Context: an optimization exercise on an open-source flow, tuned for small area, a short achievable clock period and few clock cycles per item. The choices shown serve that exercise and are no tape-out recipe. No run shown here included a check of the RTL's function; only the layout flow was run. Power is estimated from default activity; no workload was simulated.

File: flow/design.v
package box_pkg;
  localparam int PX_W         = 8;
  localparam int WIN          = 3;
  localparam int LINE_BUFS    = WIN + 1;                 
  localparam int MAX_LINE_LEN = 16;
  localparam int LINE_ADDR_W  = $clog2( MAX_LINE_LEN );
  localparam int BUF_IDX_W    = $clog2( LINE_BUFS );
  localparam int SUM_W        = PX_W + 4;                
  typedef logic [PX_W - 1 : 0] px_t;
  typedef struct packed {
    px_t  tdata;
    logic tvalid;
    logic tlast;                                         
    logic tuser;                                         
  } stream_word_t;
  typedef struct packed {
    px_t [WIN - 1 : 0][WIN - 1 : 0] px;
    logic                           tvalid;
    logic                           tlast;
    logic                           tuser;
  } window_t;
  typedef struct packed {
    logic [SUM_W - 1 : 0] tdata;
    logic                 tvalid;
    logic                 tlast;
    logic                 tuser;
  } sum_word_t;
endpackage
`timescale 1ns/1ps
module box_filter_top
(
  input  logic         clk_i,
  input  logic         rst_i,
  input  box_pkg::stream_word_t video_i,
  output logic         video_ready_o,
  output box_pkg::sum_word_t    sum_o,
  input  logic         sum_ready_i
);
localparam int PW = box_pkg::PX_W;
localparam int SW = box_pkg::SUM_W;
localparam int ML = box_pkg::MAX_LINE_LEN;
localparam int LB = 4;                                   
localparam int PH = PW - LB;                             
localparam int VH = PW + 2 - LB;                         
localparam int WH = PW + 3 - LB;                         
localparam int ZL = LB + 2;                              
localparam int ZH = SW - ZL;                             
logic                   rdy;                             
logic                   stall_o;                         
logic                   go;                              
logic                   a_go;                            
logic                   x_v;
logic [PW - 1 : 0]      x_px;
logic                   x_last;
logic                   x_user;
logic [ML - 1 : 0]      n_oh;                            
logic [1 : 0]           n_row;                           
logic [1 : 0]           row;
logic [ML - 1 : 0]      col;                             
logic [ML - 1 : 0]      col_nx;                          
logic [ML - 1 : 0][PW - 1 : 0] mem_hi;
logic [ML - 1 : 0][PW - 1 : 0] mem_lo;
logic [PW - 1 : 0]      rd_hi;
logic [PW - 1 : 0]      rd_lo;
logic [PW - 1 : 0]      pf_hi;                           
logic [PW - 1 : 0]      pf_lo;
logic [LB + 1 : 0]      v_lo;                            
logic [LB : 0]          w_lo;                            
logic                   a_v;
logic [LB - 1 : 0]      va_l;                            
logic [LB - 1 : 0]      vb_l;                            
logic [LB - 1 : 0]      w_l;                             
logic [1 : 0]           a_cv;                            
logic                   a_cw;                            
logic [VH - 1 : 0]      v_hi;                            
logic [VH - 1 : 0]      a_vh;
logic                   a_last;
logic                   a_win;                           
logic                   a_first;                         
logic [VH - 1 : 0]      va_hn;                           
logic [WH - 1 : 0]      w_hn;                            
logic [ZL : 0]          z_lo;                            
logic                   b_v;
logic [VH - 1 : 0]      va_h;
logic [VH - 1 : 0]      vb_h;
logic [WH - 1 : 0]      w_h;
logic [ZL - 1 : 0]      b_zl;
logic                   b_cz;
logic                   b_last;
logic                   b_user;
logic [SW - 1 : 0]      b_sum;                           
logic                   o_v;
logic [SW - 1 : 0]      o_sum;
logic                   o_last;
logic                   o_user;
logic                   k_v;
logic [SW - 1 : 0]      k_sum;
logic                   k_last;
logic                   k_user;
logic                   o_free;
assign rdy           = !k_v;
assign video_ready_o = !stall_o;
assign go            = rdy && x_v;
assign a_go          = rdy && a_v;
always_ff @( posedge clk_i, posedge rst_i )
  if( rst_i )
    x_v <= 1'b0;
  else
    if( rdy )
      x_v <= video_i.tvalid;
always_ff @( posedge clk_i )
  if( rdy )
    begin
      x_px   <= video_i.tdata;
      x_last <= video_i.tlast;
      x_user <= video_i.tuser;
    end
assign row    = x_user ? 2'd0 : n_row;
assign col    = x_user ? ML'( 1 ) : n_oh;
assign col_nx = x_last ? ML'( 1 ) : { col[ML - 2 : 0], 1'b0 };
always_ff @( posedge clk_i )
  if( go )
    begin
      n_oh  <= col_nx;
      if( x_last )
        n_row <= ( row == 2'd3 ) ? 2'd3 : row + 1'b1;
      else
        n_row <= row;
    end
always_comb
  begin
    rd_hi = '0;
    rd_lo = '0;
    for( int i = 1; i < ML; i++ )
      begin
        rd_hi = rd_hi | ( mem_hi[i] & {PW{n_oh[i - 1]}} );
        rd_lo = rd_lo | ( mem_lo[i] & {PW{n_oh[i - 1]}} );
      end
    if( x_last )
      begin
        rd_hi = mem_hi[0];
        rd_lo = mem_lo[0];
      end
  end
always_ff @( posedge clk_i )
  if( go )
    begin
      pf_hi <= rd_hi;
      pf_lo <= rd_lo;
    end
for( genvar i = 0; i < ML; i++ )
  begin : g_mem
    always_ff @( posedge clk_i )
      if( go && col[i] )
        begin
          mem_hi[i] <= x_px;
          mem_lo[i] <= mem_hi[i];
        end
  end
assign v_lo = ( LB + 2 )'( x_px[LB - 1 : 0] ) + ( LB + 2 )'( pf_hi[LB - 1 : 0] ) +
              ( LB + 2 )'( pf_lo[LB - 1 : 0] );
assign w_lo = ( LB + 1 )'( va_l ) + ( LB + 1 )'( vb_l );
assign v_hi = VH'( x_px[PW - 1 : LB] ) + VH'( pf_hi[PW - 1 : LB] ) + VH'( pf_lo[PW - 1 : LB] );
always_ff @( posedge clk_i, posedge rst_i )
  if( rst_i )
    a_v <= 1'b0;
  else
    if( rdy )
      a_v <= x_v;
always_ff @( posedge clk_i )
  if( go )
    begin
      va_l <= v_lo[LB - 1 : 0];
      a_cv <= v_lo[LB + 1 : LB];
      vb_l <= va_l;
      w_l  <= w_lo[LB - 1 : 0];
      a_cw <= w_lo[LB];
      a_vh <= v_hi;
    end
always_ff @( posedge clk_i )
  if( rdy )
    begin
      a_last  <= x_last;
      a_win   <= row[1] && !( col[0] || col[1] );
      a_first <= ( row == 2'd2 ) && col[2];
    end
assign va_hn = a_vh + VH'( a_cv );
assign w_hn  = WH'( va_h ) + WH'( vb_h ) + WH'( a_cw );
assign z_lo  = ( ZL + 1 )'( { va_hn[1 : 0], va_l } ) + ( ZL + 1 )'( { w_hn[1 : 0], w_l } );
always_ff @( posedge clk_i, posedge rst_i )
  if( rst_i )
    b_v <= 1'b0;
  else
    if( rdy )
      b_v <= a_v && a_win;
always_ff @( posedge clk_i )
  if( a_go )
    begin
      va_h <= va_hn;
      vb_h <= va_h;
      w_h  <= w_hn;
      b_zl <= z_lo[ZL - 1 : 0];
      b_cz <= z_lo[ZL];
    end
always_ff @( posedge clk_i )
  if( rdy )
    begin
      b_last <= a_last;
      b_user <= a_first;
    end
assign b_sum = { ZH'( va_h[VH - 1 : 2] ) + ZH'( w_h[WH - 1 : 2] ) + ZH'( b_cz ), b_zl };
assign o_free = !o_v || sum_ready_i;
always_ff @( posedge clk_i, posedge rst_i )
  if( rst_i )
    begin
      o_v     <= 1'b0;
      k_v     <= 1'b0;
      stall_o <= 1'b0;
    end
  else
    begin
      if( o_free )
        o_v <= k_v || b_v;
      k_v     <= !o_free && ( k_v || b_v );
      stall_o <= !sum_ready_i && ( k_v || ( o_v && b_v ) );
    end
always_ff @( posedge clk_i )
  begin
    if( o_free )
      begin
        o_sum  <= k_v ? k_sum  : b_sum;
        o_last <= k_v ? k_last : b_last;
        o_user <= k_v ? k_user : b_user;
      end
    if( rdy )
      begin
        k_sum  <= b_sum;
        k_last <= b_last;
        k_user <= b_user;
      end
  end
assign sum_o = { o_sum, o_v, o_last, o_user };
endmodule
File: flow/run.sh
#!/bin/bash
# synth_recipe.tcl (not shown) runs the flow's synth.tcl, then flattens the netlist and writes it again
# the make line also repeats each setting of config.mk as NAME=value (left out here)
make -C /OpenROAD-flow-scripts/flow DESIGN_CONFIG=/design/flow/config.mk WORK_HOME=/design/flow/orfs CLKGATE_MAP_FILE= SYNTH_SCRIPT=/design/flow/synth_recipe.tcl finish
File: flow/constraint.sdc
create_clock -name core_clock -period 4.0 [get_ports {clk_i}]
set_input_delay 0.8000 -clock core_clock [delete_from_list [all_inputs] [get_ports {clk_i}]]
set_output_delay 0.8000 -clock core_clock [all_outputs]
set_load 0.01 [all_outputs]
File: flow/config.mk
export PLATFORM = sky130hd
export DESIGN_NAME = box_filter_top
export DESIGN_NICKNAME = box_filter_top
export VERILOG_FILES = /design/flow/design.v
export SDC_FILE = /design/flow/constraint.sdc
export NUM_CORES = 4
export LEC_CHECK = 0
export CAP_MARGIN = 20
export CORE_MARGIN = 2
export CORE_UTILIZATION = 40
export CTS_BUF_LIST = sky130_fd_sc_hd__clkbuf_16
export CTS_CLUSTER_DIAMETER = 80
export CTS_CLUSTER_SIZE = 28
export SETUP_SLACK_MARGIN = 2.1
export SLEW_MARGIN = 20
==> impl_metrics.py, run 1 <==
metrics = {
    "global_route": {
        "overflow": 0,
        "grt_pass1_vias": 7633,
        "grt_max_degree": 30,
        "antenna_found_initial": 0,
        "gr-usage-all-layers_pct": 19.11,
        "grt_pass1_wl_um": 53000,
    },
    "timing": {
        "finalHoldViolCount": 0,
        "max-slew-margin-rel_pct": 49.93,
        "whs_ps": 416.2,
        "rsz0062_at_grt": "yes",
        "finalCritPeriodShare_pct": 50.68,
        "finalSetupTns_ps": 0,
        "period_minus_slack_ps": 2027,
        "setup_viol_count_final": 0,
        "slew_viol_final": 0,
        "fin_skew_ps": 45.50,
        "tightest_slew_ps": 751.0,
        "max_freq_ghz": 0.4933,
    },
    "layout": {
        "drive_gt1_share_pct": 20.04,
        "multi_input_area_um2": 3158,
        "nets": 967,
        "syn_to_final_growth_pct": 12.99,
        "regArea_um2": 11360,
        "num_antenna_cells": 0,
        "fillers": 3089,
    },
    "pwr": {
        "internal_power_mw": 6.301,
        "leakage_nw": 5.752,
        "combPwrFrac_pct": 14.0,
        "clockPowerShare_pct": 27.1,
        "p_sw_mw": 2.034,
        "p_seq_share_pct": 59.0,
        "switching_share_pct": 24.40,
        "powerDensity_nw_per_um2": 497.4,
        "peakVddDrop_mv": 0.3554,
    },
    "clock_tree": {
        "clk_latency_ps": 550,
        "cts_tree": "yes",
        "holdBufCountCts": 0,
        "htreeDepth": 1,
        "clock_sinks": 384,
        "cts_buffers": 19,
        "clock_path_buffers": 3,
        "clk_pin_slew_ps": 110,
        "cts_root_buf": "clkbuf_16",
    },
    "place": {
        "port_buffers": 29,
        "hpwl_um": 24050,
        "gp_congestion": 0.9545,
    },
    "min_path": {
        "hp-class": "flop to flop",
    },
    "synth": {
        "synthTopCellsByArea": "edfxtp_1, a22oi_1, fa_1, ha_1, dfxtp_1",
        "synth_top_area_cell": "edfxtp_1",
        "synth_area_um2": 14830,
        "syn_avg_cell_area_um2": 17.67,
        "synthSimpleGateAreaFrac_pct": 3.696,
        "synth.distinct_cells": 41,
        "synthArstFlopShare_pct": 1.563,
        "synth_top_area_share_pct": 73.71,
        "ys.flop_type": "edfxtp_1",
        "synthAdderAreaFrac_pct": 4.489,
        "seq_area_frac_synth_pct": 76.61,
        "ys.warnings.count": 1,
        "synth_nets": 896,
        "synthTopCellsByCount": "edfxtp_1, a22oi_1, inv_1",
        "synth-edff-count": 364,
        "yosysMostFrequentCell": "edfxtp_1",
        "synthCells": 839,
        "synthMuxAreaShare_pct": 0.8353,
        "ys_seq_elements": 384,
        "synth_top_family_by_area": "compound AO/OA/AOI/OAI gates",
        "synth_xor_area_share_pct": 1.063,
        "synth_compound_area_share_pct": 10.07,
    },
    "die": {
        "fp.dieW_um": 196.5,
        "io_pins": 30,
        "row_count": 70,
        "initial_core_util_pct": 40.60,
        "die_y_um": 196.5,
        "die_area_um2": 38630,
        "design.core.area_um2": 36520,
    },
    "setup_path": {
        "r2r_setup_slack_ps": 1970,
        "crit_fanout": 2,
        "cp-end-kind": "flop",
        "critPathRequiredTime_ps": 4280,
        "cp.arrival_ps": 2310,
        "start_kind": "flop",
        "worstSetupPathType": "flop to flop",
    },
    "routing": {
        "drt-wirelength-per-cell_um": 26.53,
        "via_per_inst": 5.703,
        "first_pass_iters": 6,
        "wirelength_um": 36780,
        "drt_iter0_markers": 1161,
        "drc": 0,
        "num_vias": 7904,
        "ant_nets": 0,
    },
    "job": {
        "max-cap-violations": 0,
    },
    "run_status": {
        "status": "complete, no violations",
    },
}
==> worst paths after layout <==
path,start,depth (start not counted),to
min in group asynchronous,rst_i,2,x_v
max,pf_lo[5],5,a_vh[2]
max reg2reg,pf_lo[5],5,a_vh[2]
max in group asynchronous,rst_i,2,o_v
min reg2reg,a_first,0,b_user
min,a_first,0,b_user
==> cell usage in the layout (no fill, tap or decap), drive strengths merged, types with 7 or more instances in the layout <==
master / n
a21o: 7
a21oi: 28
a221oi: 16
a22o: 17
a22oi: 80
a2bb2oi: 16
and2: 29
buf: 77
clkbuf: 19
clkdlybuf4s50: 13
dfxtp: 14
edfxtp: 364
fa: 17
ha: 26
inv: 59
mux2: 11
nand2: 9
nand3: 17
nand4: 17
nor2: 10
nor2b: 8
o21ai: 10
xnor2: 16
==> stage by stage <==
| step | setup WS [ps] | std cells | area (um^2) | power (mW) | util (%) |
|---|---|---|---|---|---|
| finish | 1973 | 1386 | 16760 | 8.334 | 45.88 |
| global route | 1926 | 1386 | 16760 | 8.662 | 45.88 |
| CTS | 1971 | 1375 | 16600 | 8.344 | 45.46 |
| detailed placement | 1405 | 1307 | 15570 | 6.085 | 42.64 |
| global placement | 1498 | 1307 | 15570 | 6.054 | 42.64 |
| floorplan | 1965 | 839 | 14880 | 5.696 | - |
==> final cells by class <==
cell class | count | area share, %
clock inverters | 10 | 0.7392
flip-flops and latches | 384 | 67.80
well taps | 468 | 3.495
repair buffers | 90 | 4.958
clock buffers | 19 | 2.838
repair inverters | 2 | 0.07467
inverters | 54 | 1.247
multi-input cells | 359 | 18.85
==> logic make-up (layout without fill, tap and decap cells) <==
family,Yosys count,in the layout
DFF,384,384
AOI/OAI and AO/OA,190,190
and+or+nand+nor,97,97
buffers and inverters,96,175
adders and majority gates,43,43
xor gates and xnor gates,18,18
muxes,11,11
==> critical path: stages, from the launching register on <==
cell and delay, ps:
edfxtp_1 430, fa_1 570, ha_2 190, inv_2 40
fa_2 500, inv_1 30
==> flip-flops by register name, summed over array words and instances, names as in the netlist, 2 cells and up <==
signal / flops
a_cv: 2
a_vh: 6
b_zl: 6
k_sum: 12
mem_hi: 128
mem_lo: 128
n_oh: 16
n_row: 2
o_sum: 12
pf_hi: 8
pf_lo: 8
va_h: 6
va_l: 4
vb_h: 6
vb_l: 4
w_h: 5
w_l: 4
x_px: 8
==> layer usage <==
| metal | vias to the layer above | global-route usage, % | part of all wire, % |
|---|---|---|---|
| met1 | 4013 | 26.44 | 42 |
| met2 | 413 | 30.43 | 46 |
| met3 | 77 | 3.063 | 7.9 |
| met5 | - | 0 | 0 |
| met4 | 0 | 7.632 | 4.8 |
| li1 | 3401 | - | - |
==> power by group through the flow <==
stage	Clock, mW	Combinational (mW)	Sequential (mW)
final	2.26	1.16	4.92
after global routing	2.42	1.29	4.95
after CTS	2.29	1.12	4.93
after detailed placement	0	1.02	5.06
after global placement	0	0.998	5.06
after floorplan	0	0.693	5.00
==> repair_timing <==
action,4_1_cts,5_1_grt
pin swaps,8,8
setup endpoints to repair,356,307
resized for setup,119,8
buffers inserted,37,11
hold endpoints to repair,0,0
cloned,2,0
==> inputs of run 2 (changes only) <==
--- a/flow/config.mk
+++ b/flow/config.mk
@@ -11,5 +11,5 @@
 export CTS_BUF_LIST = sky130_fd_sc_hd__clkbuf_16
 export CTS_CLUSTER_DIAMETER = 80
 export CTS_CLUSTER_SIZE = 28
-export SETUP_SLACK_MARGIN = 2.1
+export SETUP_SLACK_MARGIN = 2.0
 export SLEW_MARGIN = 20
==> run 2 against run 1 <==
Net effect: still clean; sequential cell count did not move; clock skew fell by 23 ps; synthesized area did not move; die area did not move; core utilization fell by 0.28 points; sequential power barely moved; power fell by 3.3%; wire length fell by 2.2%; clock power fell by 13%; non-clock buffer count rose by 1; critical endpoint is now b_cz; highest routed layer unchanged.
==> impl_metrics.py, run 2 <==
metrics = {
    "run_status": {
        "status": "complete, no violations",
    },
    "global_route": {
        "grt_use_met3_pct": 3.525,
        "met2_usage_pct": 29.47,
        "gr-usage-all-layers_pct": 18.73,
        "grt_busiest_layer": "met2",
        "grt_max_degree": 40,
        "antenna_found_initial": 1,
        "grt_pass1_wl_um": 51860,
        "grt_pass1_vias": 7674,
        "use_met1_pct": 25.28,
        "overflow": 0,
    },
    "clock_tree": {
        "cts_tree": "yes",
        "cts_root_buf": "clkbuf_16",
        "cts_buffers": 17,
        "clock_sinks": 384,
        "clk_pin_slew_ps": 110,
        "htreeDepth": 1,
        "clock_path_buffers": 3,
        "holdBufCountCts": 0,
        "clk_latency_ps": 530,
    },
    "synth": {
        "synthTopCellsByCount": "edfxtp_1, a22oi_1, inv_1",
        "synth_nets": 896,
        "synth_area_um2": 14830,
        "synthCells": 839,
        "ys_seq_elements": 384,
        "synthTopCellsByArea": "edfxtp_1, a22oi_1, fa_1, ha_1, dfxtp_1",
        "synth_top_area_share_pct": 73.71,
        "synth_top_area_cell": "edfxtp_1",
        "synth-edff-count": 364,
        "syn_avg_cell_area_um2": 17.67,
        "seq_area_frac_synth_pct": 76.61,
        "yosysMostFrequentCell": "edfxtp_1",
        "synth.distinct_cells": 41,
        "ys.flop_type": "edfxtp_1",
        "synthArstFlopShare_pct": 1.563,
        "ys.warnings.count": 1,
    },
    "routing": {
        "ant_nets": 0,
        "drc": 0,
        "via_per_inst": 5.669,
        "drt_iter0_markers": 974,
        "first_pass_iters": 6,
        "drt-wirelength-per-cell_um": 26.04,
        "num_vias": 7835,
        "wirelength_um": 35980,
    },
    "setup_path": {
        "cp-end-kind": "flop",
        "timing.rr.start": "a_cw",
        "start_kind": "flop",
        "critPathRequiredTime_ps": 4280,
        "cp.arrival_ps": 2260,
        "worstSetupPathType": "flop to flop",
        "reg2reg_depth": 7,
        "path_buf_inv": 2,
        "worst_path_dominant_cell_family": "adder cells",
        "slowest_stage": "edfxtp_1",
        "slowest_delay_ps": 440,
        "crit_chain": "fa_2 -> inv_2 -> fa_1 -> inv_2 -> ha_4 -> o21ai_2 -> nand2b_1",
        "cpMostUsedCell": "inv_2",
        "reg2reg_to": "b_cz",
        "r2r_setup_slack_ps": 2010,
        "crit_fanout": 2,
    },
    "timing": {
        "whs_ps": 434.9,
        "max_freq_ghz": 0.5033,
        "finalHoldViolCount": 0,
        "fin_skew_ps": 22.49,
        "setup_viol_count_final": 0,
        "slew_viol_final": 0,
        "tightest_slew_ps": 926.3,
        "finalSetupTns_ps": 0,
        "finalCritPeriodShare_pct": 49.67,
        "rsz0062_at_grt": "yes",
        "max-slew-margin-rel_pct": 38.25,
        "period_minus_slack_ps": 1987,
    },
    "layout": {
        "top_regs": "mem_hi x128, mem_lo x128, n_oh x16",
        "finalNonFillerCells": 1382,
        "final_common_cell": "edfxtp_1",
        "fin_util_pct": 45.60,
        "layout_common_cells": "edfxtp_1, a22oi_1, inv_1, buf_4, a21oi_1",
        "fillers": 3130,
        "nets": 965,
        "drive_gt1_share_pct": 17.20,
        "syn_to_final_growth_pct": 12.31,
    },
    "die": {
        "initial_core_util_pct": 40.60,
        "row_count": 70,
        "design.core.area_um2": 36520,
        "die_area_um2": 38630,
        "die_y_um": 196.5,
        "io_pins": 30,
        "fp.dieW_um": 196.5,
    },
    "pwr": {
        "leakage_nw": 5.706,
        "powerDensity_nw_per_um2": 483.7,
        "peakVddDrop_mv": 0.2909,
        "power_mw": 8.056,
    },
    "place": {
        "hpwl_um": 23160,
        "dp_cells": 1308,
        "port_buffers": 29,
        "gp_congestion": 0.8972,
    },
    "min_path": {
        "hold_end": "b_last",
        "hp-start": "a_last",
        "min_path_cells": 0,
        "hp-class": "flop to flop",
    },
    "job": {
        "max-cap-violations": 0,
    },
}
run 2: cell count changes in the layout (fill, tap and decap cells not counted), moves of 2 or more:
cell | previous run | this run
clkinv_8 | 2 | 0
clkdlybuf4s15_1 | 0 | 15
nor2_1 | 7 | 9
clkbuf_16 | 19 | 17
inv_1 | 47 | 51
buf_12 | 13 | 11
buf_2 | 16 | 0
run 2: final cells by class:
cell class	instances	area [um^2]	share of cell area [%]
Antenna cell	1	2.502	0.01503
Clock buffer	17	425.4	2.554
Clock inverter	7	36.28	0.2179
Inverter	54	206.4	1.240
Multi-Input combinational cell	359	3127	18.77
Sequential cell	384	11360	68.24
Tap cell	468	585.6	3.516
Timing Repair Buffer	91	899.6	5.402
Timing Repair inverter	1	7.507	0.04508
run 2: where the power goes:
group / switching [mW] / internal (mW)
clock network: 1.17 / 0.788
registers: 0.142 / 4.79
logic: 0.612 / 0.556
run 2: how the worst max path moves through the flow:
| stage | startpoint | end | slack, ps | cells after the start |
|---|---|---|---|---|
| 2_1_floorplan | x_px[5] | a_vh[2] | 1970 | 5 |
| 3_3_place_gp | k_v | mem_lo[61] | 1280 | 4 |
| 3_5_place_dp | k_v | mem_lo[59] | 1240 | 4 |
| 4_1_cts | k_v | n_oh[15] | 1990 | 4 |
| 5_1_grt | a_cw | b_cz | 1950 | 7 |
| 6_report | a_cw | b_cz | 2010 | 7 |
run 2: what timing repair did:
item                                    CTS  global route
gates cloned                              1             0
endpoints found under the setup margin  333           197
setup buffers                            40             8
hold endpoints to repair                  0             0
pin swaps                                 7             7
resized for setup                        64            35
run 2: worst register-to-register path, stage by stage, from the launching register on:
cell and delay (ps):
edfxtp_1 440, fa_2 420, inv_2 60, fa_1 420
inv_2 80, ha_4 200, o21ai_2 60, nand2b_1 70
run 2: cells by family (layout without fill, tap and decap cells):
logic type,after synthesis,in the layout,share of synthesized area (%)
DFF,384,384,76.61
AOI/OAI and AO/OA,190,190,10.07
and+or+nand+nor,97,97,3.696
buffers and inverters,96,170,3.231
adders and majority gates,43,43,4.489
xor gates and xnor gates,18,18,1.063
muxes,11,11,0.8353
other,0,1,0
run 2: metrics by stage:
step / setup WS (ps) / cell area, um^2
floorplan: 1968 / 14850
global placement: 1279 / 15550
detailed placement: 1244 / 15550
CTS: 1990 / 16490
global route: 1950 / 16650
finish: 2013 / 16650
run 2: per-layer routing:
layer  part of all wire [%]  wire length (um)
met3                    8.6              3089
met5                      0                 0
met2                     46             16650
met1                     40             14500
met4                    4.9              1748

[port drivers added, routing unchanged]
In the flow no input, the clock included, has a driving cell. The finished layouts below were timed again as built, in two steps. Step 1 (the two cells are an assumption about what drives the block):
set clk [get_ports {clk_i}]
set_driving_cell -lib_cell sky130_fd_sc_hd__clkbuf_16 $clk
set_driving_cell -lib_cell sky130_fd_sc_hd__buf_2 [delete_from_list [all_inputs] $clk]
Step 2 moves the port delays by t, midway between the first and last clock arrival at a register: inputs arrive t later, outputs are due t later. That takes back most of the time a late clock gives input paths. a / b / c = no drivers / after step 1 / after step 2; a / b = the first two.
run | t, ns | slack for setup (ns) | worst setup path after step 2 | worst register clock-pin slew, ns | cell pins on the clock port's net
run 1 | 0.580 | 1.973 / 1.973 / 1.685 | input to register | 0.11 / 0.11 | 1
run 2 | 0.568 | 2.013 / 2.013 / 1.742 | input to register | 0.11 / 0.11 | 1
After both steps setup and hold are still met in every run listed. The setup slack of run 1, which loses most, moves by 0.000 ns with the drivers and by -0.288 ns with both steps.
